Source: an optimization exercise on an open RTL-to-GDS flow (aim: small area, a short achievable clock period and few clock cycles per item). Production flows keep margins and buffers that such runs may drop. At most, simulation tests tie the RTL to the original design; equivalence was not proved.

==> trial 93 <==
## mul_acc_nn
module mul_acc_nn
#(
  parameter int WIDTH = 64,
  parameter int DIGIT = 4
) (
  input  logic               clk,
  input  logic               rst,
  input  logic               start,
  input  logic [WIDTH-1:0]   ina,
  input  logic [WIDTH-1:0]   inb,
  input  logic               acc_en,
  input  logic [2*WIDTH-1:0] acc_in,
  output logic [2*WIDTH-1:0] result,
  output logic               carry,
  output logic               busy,
  output logic               done,
  output logic               ready_n
);
  localparam int K  = 16;
  localparam int NS = 4;
  localparam int RK = 16;
  localparam int ND = 8;
  localparam int SW = 68;
  localparam int XW = 84;
  localparam int CW = 3;
  logic          accept;
  logic          resolve;
  logic [CW-1:0] cnt;
  logic [63:0]   a_q;       
  logic [63:0]   l_q;       
  logic [63:0]   r_q;       
  logic [SW-1:0] s_q;       
  logic [SW-1:0] c_q;       
  logic [K-1:0]  ls_q;      
  logic [K-1:0]  lc_q;      
  logic          ci_q;      
  logic [ND-1:0] bneg_q, bone_q, btwo_q;   
  logic [ND-1:0] fneg_q, fone_q, ftwo_q;   
  logic          b63_q;     
  logic [ND-1:0] nneg, none, ntwo;
  logic [ND-1:0] fneg, fone, ftwo;
  logic [K:0]    eb;
  logic [K-1:0]  kr_q, ka_q;   
  logic [K:0]    ebmask;    
  logic [64+2*K+1:0] rx, ax;
  logic [XW-1:0] xs, ys;
  logic [65:0] brow0;
  logic [65:0] brow1;
  logic [65:0] brow2;
  logic [65:0] brow3;
  logic [65:0] brow4;
  logic [65:0] brow5;
  logic [65:0] brow6;
  logic [65:0] brow7;
  logic h0_s, h0_c;
  logic h1_s, h1_c;
  logic f2_s, f2_c;
  logic h3_s, h3_c;
  logic f4_s, f4_c;
  logic h5_s, h5_c;
  logic f6_s, f6_c;
  logic h7_s, h7_c;
  logic f8_s, f8_c;
  logic h9_s, h9_c;
  logic f10_s, f10_c;
  logic h11_s, h11_c;
  logic f12_s, f12_c;
  logic h13_s, h13_c;
  logic f14_s, f14_c;
  logic h15_s, h15_c;
  logic f16_s, f16_c;
  logic h17_s, h17_c;
  logic f18_s, f18_c;
  logic h19_s, h19_c;
  logic f20_s, f20_c;
  logic h21_s, h21_c;
  logic f22_s, f22_c;
  logic h23_s, h23_c;
  logic f24_s, f24_c;
  logic h25_s, h25_c;
  logic f26_s, f26_c;
  logic h27_s, h27_c;
  logic f28_s, f28_c;
  logic h29_s, h29_c;
  logic f30_s, f30_c;
  logic h31_s, h31_c;
  logic f32_s, f32_c;
  ...
export LEC_CHECK = 0
export ABC_CLOCK_PERIOD_IN_PS = 3500
export CAP_MARGIN = 20
export CORE_MARGIN = 2
export CORE_UTILIZATION = 50
export PLACE_DENSITY = 0.65
export SLEW_MARGIN = 20
export SYNTH_HIERARCHICAL = 1
export SYNTH_MINIMUM_KEEP_SIZE = 0
create_clock -name core_clock -period 11.0 [get_ports {clk}]
standard.sh (not shown) runs the stock make flow with config.mk's settings and CLKGATE_MAP_FILE= SYNTH_SCRIPT=/design/flow/synth_recipe.tcl, a recipe that flattens the netlist after the stock synthesis.
==> flow/flow/run.sh <==
#!/bin/bash
# The standard layout (standard.sh), with three changes to how it is made:
#  - after synthesis, flow/downsize.tcl swaps the Booth select AOI cells to single drive;
#  - timing repair aims at a setup slack of SETUP_SLACK_MARGIN ns against the 11 ns clock,
#    so the resizer works toward a shorter period than the clock's;
#  - the ports are buffered by sky130_fd_sc_hd__buf_1 instead of the default delay buffer.
# The clock, the SDC and every other setting are the standard ones.  The make output goes
# to flow.log here; each ORFS step writes its own log under orfs/logs/.
set -euo pipefail
bash standard.sh SETUP_SLACK_MARGIN=7.4 \
  POST_SYNTH_TCL="$PWD/flow/downsize.tcl" \
  BUFFER_PORTS_ARGS="-buffer_cell sky130_fd_sc_hd__buf_1" finish > flow.log 2>&1
==> flow/flow/downsize.tcl <==
# Run after synthesis (POST_SYNTH_TCL): ABC maps the Booth select cell with a double-drive
# AOI; use the single-drive one.  Timing repair upsizes any instance that needs more.
set db [ord::get_db]
set from [$db findMaster sky130_fd_sc_hd__a22oi_2]
set to [$db findMaster sky130_fd_sc_hd__a22oi_1]
set n 0
foreach inst [[ord::get_db_block] getInsts] {
  if {[$inst getMaster] == $from} {
    $inst swapMaster $to
    incr n
  }
}
puts "downsize.tcl: $n a22oi_2 cells now a22oi_1"
==> build 9 (differences from trial 93) <==
--- a/flow/flow/run.sh
+++ b/flow/flow/run.sh
@@ -8,5 +8,5 @@
 # to flow.log here; each ORFS step writes its own log under orfs/logs/.
 set -euo pipefail
-bash standard.sh SETUP_SLACK_MARGIN=7.4 \
+bash standard.sh SETUP_SLACK_MARGIN=7.3 \
   POST_SYNTH_TCL="$PWD/flow/downsize.tcl" \
   BUFFER_PORTS_ARGS="-buffer_cell sky130_fd_sc_hd__buf_1" finish > flow.log 2>&1
==> trial 62 (differences from trial 93) <==
--- a/flow/flow/run.sh
+++ b/flow/flow/run.sh
@@ -8,5 +8,5 @@
 # to flow.log here; each ORFS step writes its own log under orfs/logs/.
 set -euo pipefail
-bash standard.sh SETUP_SLACK_MARGIN=7.4 \
+bash standard.sh SETUP_SLACK_MARGIN=7.2 \
   POST_SYNTH_TCL="$PWD/flow/downsize.tcl" \
   BUFFER_PORTS_ARGS="-buffer_cell sky130_fd_sc_hd__buf_1" finish > flow.log 2>&1
Settings changed: CORE_UTILIZATION 50 to 60, PLACE_DENSITY 0.65 to 0.72.
==> notes <==
- Worst hold slack: build 9 > trial 62 > trial 93.
- Between trial 62 and build 9, the lower sequential share of layout area is in build 9 (gap 0.46 points).
- Global-route usage, highest first: trial 62, trial 93, build 9.
- Synthesized cell count is the same in trial 93 and trial 62.
==> figures <==
quantity                                               trial 93    trial 62     build 9
Global routing usage on met2                              0.594       0.681       0.600
Layout buffering overhead excluding clock cells          0.0839      0.0748      0.0829
Setup Slack @ Placement                                 6.67 ns     5.86 ns     6.16 ns
Cells after DPL                                            5054        4855        5054
Result of the run                      timing/DRC/antenna clean  timing/DRC/antenna clean  timing/DRC/antenna clean
Area of the placeable core                           0.0807 mm2  0.0673 mm2  0.0807 mm2
Fraction of layout cells with a size suffix above 1       0.158      0.0995       0.118
GRT Total Usage                                           0.387       0.466       0.386
Total CTS buffers                                            56          53          56
Count of standard-cell rows                                 104          95         104
Layout-stage area growth over the synthesis result        19.9%       15.5%       18.0%
Flip-flop and latch share of the layout cell area         0.225       0.233       0.229
Testbench counts of trial 93, summed over its fixed seeds: cycles 14,400, ops 2,400.
Testbench counts of build 9, summed over its fixed seeds: cycles 14,400, ops 2,400.
Testbench counts of trial 62, summed over its fixed seeds: cycles 14,400, ops 2,400.

---

==> run G <==
mul_acc_nn, a different RTL version from the one above (not shown whole).
export LEC_CHECK = 0
export ABC_CLOCK_PERIOD_IN_PS = 3500
export CAP_MARGIN = 20
export CORE_MARGIN = 2
export CORE_UTILIZATION = 40
export PLACE_DENSITY = 0.6
export SLEW_MARGIN = 20
export SYNTH_HIERARCHICAL = 1
export SYNTH_MINIMUM_KEEP_SIZE = 0
create_clock -name core_clock -period 11.0 [get_ports {clk}]
==> flow/flow/run.sh <==
#!/bin/bash
# The standard layout (standard.sh), with two changes to how it is made:
#  - timing repair aims at a setup slack of SETUP_SLACK_MARGIN ns against the 11 ns clock,
#    so the resizer works toward a shorter period than the clock's;
#  - the ports are buffered by sky130_fd_sc_hd__buf_1 instead of the default delay buffer.
# The clock, the SDC and every other setting are the standard ones.  The make output goes
# to flow.log here; each ORFS step writes its own log under orfs/logs/.
set -euo pipefail
bash standard.sh SETUP_SLACK_MARGIN=7.3 \
  BUFFER_PORTS_ARGS="-buffer_cell sky130_fd_sc_hd__buf_1" finish > flow.log 2>&1
==> inputs of run K, as changes to run G <==
==> flow/flow/run.sh (replaced) <==
#!/bin/bash
# The standard layout (standard.sh), with three changes to how it is made:
#  - after synthesis, flow/downsize.tcl swaps the Booth select AOI cells to single drive;
#  - timing repair aims at a setup slack of SETUP_SLACK_MARGIN ns against the 11 ns clock,
#    so the resizer works toward a shorter period than the clock's;
#  - the ports are buffered by sky130_fd_sc_hd__buf_1 instead of the default delay buffer.
# The clock, the SDC and every other setting are the standard ones.  The make output goes
# to flow.log here; each ORFS step writes its own log under orfs/logs/.
set -euo pipefail
bash standard.sh SETUP_SLACK_MARGIN=7.3 \
  POST_SYNTH_TCL="$PWD/flow/downsize.tcl" \
  BUFFER_PORTS_ARGS="-buffer_cell sky130_fd_sc_hd__buf_1" finish > flow.log 2>&1
==> flow/flow/downsize.tcl (new file) <==
# Run after synthesis (POST_SYNTH_TCL): ABC maps the Booth select cell with a double-drive
# AOI; use the single-drive one.  Timing repair upsizes any instance that needs more.
set db [ord::get_db]
set from [$db findMaster sky130_fd_sc_hd__a22oi_2]
set to [$db findMaster sky130_fd_sc_hd__a22oi_1]
set n 0
foreach inst [[ord::get_db_block] getInsts] {
  if {[$inst getMaster] == $from} {
    $inst swapMaster $to
    incr n
  }
}
puts "downsize.tcl: $n a22oi_2 cells now a22oi_1"
--- a/flow/config.mk
+++ b/flow/config.mk
@@ -8,8 +8,8 @@
 export ABC_CLOCK_PERIOD_IN_PS = 3500
 export CAP_MARGIN = 20
 export CORE_MARGIN = 2
-export CORE_UTILIZATION = 40
-export PLACE_DENSITY = 0.6
+export CORE_UTILIZATION = 55
+export PLACE_DENSITY = 0.7
 export SLEW_MARGIN = 20
 export SYNTH_HIERARCHICAL = 1
 export SYNTH_MINIMUM_KEEP_SIZE = 0
==> summary of the runs <==
- Critical path depth is the same in run K and run G.
- Cell count: run K is smaller than run G (about 8%).
- Sequential cell count is the same in run G and run K.
- In synthesized cell count, run G and run K do not differ.
- In run G the register-to-register slack is better than in run K, by 20 ps.
==> figures <==
quantity                                                                   run K           run G
Status                                                            finished clean  finished clean
Pre-CTS worst setup slack                                                6310 ps         5920 ps
Final WS setup                                                           7160 ps         7180 ps
Met1 wire length                                                   59400 microns   72400 microns
Seq area share                                                             0.196           0.184
Clock skew                                                               43.9 ps         75.1 ps
Maximum number of pins on one net before global-route repair                  88              97
Vias                                                                       36832           35303
Termination of the worst setup path                                      c_q[37]         c_q[22]
Post CTS Setup Buffer Count                                                  216             166
Tap cells                                                                    959            1403
Clk tree area frac                                                        0.0322          0.0347
Met2 track demand over resource                                            0.664           0.502
Number of DRC markers after the initial detailed-route iteration            6041            4039
No functional check of the RTL was part of any run of this note.

## static timing again, ports no longer ideal
How much do the figures lean on ideal ports? The routed layouts below were timed once more, with nothing changed but the port constraints. Step 1, drivers: a clkbuf_16 drives clk and a buf_2 each remaining input, both assumed. Step 2 times the ports against the registers' clock, not the clock port: input delays grow and output delays shrink by t, the midpoint of the rising clock arrivals with the driver on. Three values: ideal ports, drivers, drivers and shift; two values: the first two.
run	t, ns	slack for setup (ns)	worst hold slack (ns)	worst setup path after step 2	slew at the worst register clock pin (ns)
trial 93	0.718	7.282 / 7.282 / 6.849	0.459 / 0.459 / 0.459	input to register	0.07 / 0.07
build 9	0.724	7.243 / 7.243 / 6.692	0.472 / 0.472 / 0.472	input to register	0.07 / 0.07
trial 62	0.704	7.186 / 7.186 / 6.580	0.466 / 0.466 / 0.466	input to register	0.07 / 0.07
run G	0.740	7.185 / 7.185 / 6.762	0.458 / 0.458 / 0.458	input to register	0.07 / 0.07
run K	0.694	7.160 / 7.160 / 6.700	0.478 / 0.478 / 0.478	input to register	0.07 / 0.07
After both steps setup and hold are still met in every run listed. For trial 62, which loses most, drivers alone change the setup slack by 0.000 ns; drivers and shift together by -0.606 ns.
